Context: an optimization exercise on an open-source flow, tuned for a short achievable clock period and few clock cycles. The choices shown serve that exercise and are no tape-out recipe. At most, simulation tests tie the RTL to the original design; equivalence was not proved. Power figures rest on the tool's default switching activity, not on a simulated workload.

job 101:
Design bsr_scheduler_top, start of the top module:
module bsr_scheduler_top (
    input  wire logic                       clk,
    input  wire logic                       rst_n,
    input  wire logic                       start,
    input  wire logic [16-1:0]      cfg_num_block_rows,
    output logic                            row_ptr_rd_en,
    output logic [16-1:0]           row_ptr_rd_addr,
    input  wire logic [32-1:0]      row_ptr_rd_data,
    output logic                            col_idx_rd_en,
    output logic [32-1:0]           col_idx_rd_addr,
    input  wire logic [16-1:0]      col_idx_rd_data,
    output logic                            block_rd_en,
    output logic [32-1:0]           block_rd_addr,
    input  wire logic [8-1:0]     block_rd_data,
    output logic                            systolic_valid,
    output logic [64*8-1:0] systolic_block,
    output logic [16-1:0]           systolic_block_row,
    output logic [16-1:0]           systolic_block_col,
    input  wire logic                       systolic_ready,
    input  wire logic                       systolic_done,
    output logic                            done,
    output logic                            busy,
    output logic [32-1:0]           blocks_processed
);
    logic                   rd_on;       
    logic                   run;         
    logic                   done_r;      
    logic                   nidle;       
    logic                   init;        
    logic                   init_ok;     
    logic                   init2;       
    logic                   go;          
    logic                   e_v;         
    logic [16-1:0]  w_row;       
    logic [16-1:0]  rp_addr;     
    logic                   rp_good;     
    logic [32-1:0]  w_end;       
    logic                   w_ld;        
    logic                   w_end_v;     
    logic                   w_eq;        
  ...
Settings: LEC_CHECK=0, ABC_CLOCK_PERIOD_IN_PS=1800, CAP_MARGIN=20, CORE_MARGIN=2, CORE_UTILIZATION=60, CTS_CLUSTER_DIAMETER=100, CTS_CLUSTER_SIZE=24, SETUP_SLACK_MARGIN=3.2, SLEW_MARGIN=20; clock period 5.0 ns.
run.sh (not shown) runs the stock make flow with config.mk's settings and CLKGATE_MAP_FILE= SYNTH_SCRIPT=/design/flow/synth_recipe.tcl, a recipe that flattens the netlist after the stock synthesis.
Job 101 completed end to end with timing, DRC and antenna clean.
Input changes introduced in job 102 (baseline for comparison: job 101):
Settings: CORE_UTILIZATION changed from 60 to 70; CTS_CLUSTER_SIZE removed (was 24); CTS_CLUSTER_DIAMETER removed (was 100); PLACE_DENSITY newly set to 0.75.
Notes after the runs:
The flow ended early for job 102: it failed with a tool error in 4_1_cts.
Side by side, post-cts resize count turned out higher in job 102 than in job 101.
Count of boundary I/O pins delta (job 102 -> job 101): insignificant
In the tables for job 101 and job 102, post-detailed-placement half-perimeter wirelength reads higher with job 102.
Function was not checked in any run of this note: the RTL went through the layout flow alone.


## v6
bsr_scheduler_top, a different RTL version from the one above (not shown whole).
Size in the first run: roughly 1,900 cells after synthesis, roughly 870 flip-flops, roughly 740 I/O pins, about 30,000 um2 of cells after synthesis.
clock: 5.0 ns
lec_check: 0
abc_clock_period_in_ps: 1800
cap_margin: 20
core_margin: 2
core_utilization: 40
setup_slack_margin: 3.2
slew_margin: 20
### v6 -> v7
# v6
export LEC_CHECK = 0
export ABC_CLOCK_PERIOD_IN_PS = 1800
export CAP_MARGIN = 20
export CORE_MARGIN = 2
export CORE_UTILIZATION = 40
export SETUP_SLACK_MARGIN = 3.2
export SLEW_MARGIN = 20
create_clock -name core_clock -period 5.0 [get_ports {clk}]
# v7
export LEC_CHECK = 0
export ABC_CLOCK_PERIOD_IN_PS = 1800
export CAP_MARGIN = 20
export CORE_MARGIN = 2
export CORE_UTILIZATION = 60
export SETUP_SLACK_MARGIN = 3.2
export SLEW_MARGIN = 20
create_clock -name core_clock -period 5.0 [get_ports {clk}]
Results
- v6: flow completed, timing, DRC and antenna clean
- v7: all stages complete, timing, DRC and antenna checks passed
- Setup slack of the most critical reg-to-reg path in v7 vs v6: down 80 ps
- v7 against v6: max-slew violation count level; via count saw an increase; clock distribution power has decreased; total of cells resized after clock tree synthesis up 40.
- From v6 to v7 the numbers moved as follows: clock share of power now sits lower, final hold violation count now sits at about the same level, measured slew at the worst slew-check pin now sits lower.
Function was not checked in any run of this note: the RTL went through the layout flow alone.


Another version of the RTL of bsr_scheduler_top (not shown whole).
Size in the first run: roughly 890 flip-flops, ~740 I/O pins, ~0.031 mm2 of cells after synthesis.
## bsr_scheduler_top
module bsr_scheduler_top (
    input  wire logic                       clk,
    input  wire logic                       rst_n,
    input  wire logic                       start,
    input  wire logic [16-1:0]      cfg_num_block_rows,
    output logic                            row_ptr_rd_en,
    output logic [16-1:0]           row_ptr_rd_addr,
    input  wire logic [32-1:0]      row_ptr_rd_data,
    output logic                            col_idx_rd_en,
    output logic [32-1:0]           col_idx_rd_addr,
    input  wire logic [16-1:0]      col_idx_rd_data,
    output logic                            block_rd_en,
    output logic [32-1:0]           block_rd_addr,
    input  wire logic [8-1:0]     block_rd_data,
    output logic                            systolic_valid,
    output logic [64*8-1:0] systolic_block,
    output logic [16-1:0]           systolic_block_row,
    output logic [16-1:0]           systolic_block_col,
    input  wire logic                       systolic_ready,
    input  wire logic                       systolic_done,
    output logic                            done,
    output logic                            busy,
    output logic [32-1:0]           blocks_processed
);
make LEC_CHECK=0 ABC_CLOCK_PERIOD_IN_PS=1800 CAP_MARGIN=20 CORE_MARGIN=2 CORE_UTILIZATION=55 SETUP_SLACK_MARGIN=3.2 SLEW_MARGIN=20 finish   # period 5.0 ns
Testbench counts at the start, summed over its fixed seeds: cycles 52,706.
Then changed:
==> flow/flow/run.sh (new file) <==
#!/bin/bash
# The standard layout, with one extra step before detailed placement: each
# output port's buffer is moved next to the register that drives it
# (flow/move_obuf.tcl). Output of the make run goes to standard.log here.
set -euo pipefail
export PRE_DETAIL_PLACE_TCL="$PWD/flow/move_obuf.tcl"
bash standard.sh > standard.log 2>&1
==> flow/flow/move_obuf.tcl (new file) <==
# Move each output port's buffer next to the cell that drives it, so the
# driving register sees a short wire and the stronger buffer drives the long
# wire to the pin.
set block [ord::get_db_block]
set moved 0
foreach bterm [$block getBTerms] {
  if {[$bterm getIoType] != "OUTPUT"} { continue }
  set net [$bterm getNet]
  if {$net == "NULL"} { continue }
  set buf ""
  foreach iterm [$net getITerms] {
    if {[$iterm isOutputSignal]} { set buf [$iterm getInst] }
  }
  if {$buf == ""} { continue }
  set innet ""
  foreach it [$buf getITerms] {
    if {[$it isInputSignal]} { set innet [$it getNet] }
  }
  if {$innet == "" || $innet == "NULL"} { continue }
  set drv ""
  foreach it [$innet getITerms] {
    if {[$it isOutputSignal]} { set drv [$it getInst] }
  }
  if {$drv == ""} { continue }
  if {[[$drv getMaster] isBlock]} { continue }
  if {[$buf getPlacementStatus] == "FIRM" || [$buf getPlacementStatus] == "LOCKED"} { continue }
  set loc [$drv getLocation]
  $buf setLocation [lindex $loc 0] [lindex $loc 1]
  incr moved
}
puts "move_obuf: moved $moved output buffers next to their drivers"
==> flow/standard.sh (new file) <==
#!/bin/bash
# synth_recipe.tcl (not shown) runs the flow's synth.tcl, then flattens the netlist and writes it again
# the make line also repeats each setting of config.mk as NAME=value (left out here)
make -C /OpenROAD-flow-scripts/flow DESIGN_CONFIG=/design/flow/config.mk WORK_HOME=/design/flow/orfs CLKGATE_MAP_FILE= SYNTH_SCRIPT=/design/flow/synth_recipe.tcl "${@:-finish}"
removed: flow/run.sh
Final area rose by 1.1%.
Clock skew rose by 0.0057 ns.
Worst hold slack loses 0.0053 ns.
Utilization rose by 0.82 points.
Clock-buffer cell count rose by 8.
Final cell count rose by about 0.37%.
Setup slack gains 0.093 ns.
Via count rose by about 2.4%.
Power rose by about 1.6%.

-- what the ideal ports hide --
In the flow no input, the clock included, has a driving cell. The finished layouts below were timed again as built, in two steps.
Step 1 assumes that a clkbuf_16 drives the clock port and a buf_2 every other input.
Step 2 moves the port delays by t, midway between the first and last clock arrival at a register: inputs arrive t later, outputs are due t later. That takes back most of the time a late clock gives input paths.
Slacks: ideal / step 1 / step 2; pairs: ideal / step 1.
run	t (ns)	setup slack, ns	cell pins on the clock port's net
job 101	0.708	2.399 / 2.399 / 2.387	1
v6	0.701	2.644 / 2.581 / 2.360	1
v7	0.677	2.646 / 2.631 / 2.189	1
the first run of note 3	0.698	2.620 / 2.553 / 2.446	1
the second run of note 3	0.703	2.713 / 2.646 / 2.498	1
After both steps setup and hold are still met in every run listed. The setup slack of v7, which loses most, moves by -0.015 ns with the drivers and by -0.457 ns with both steps.
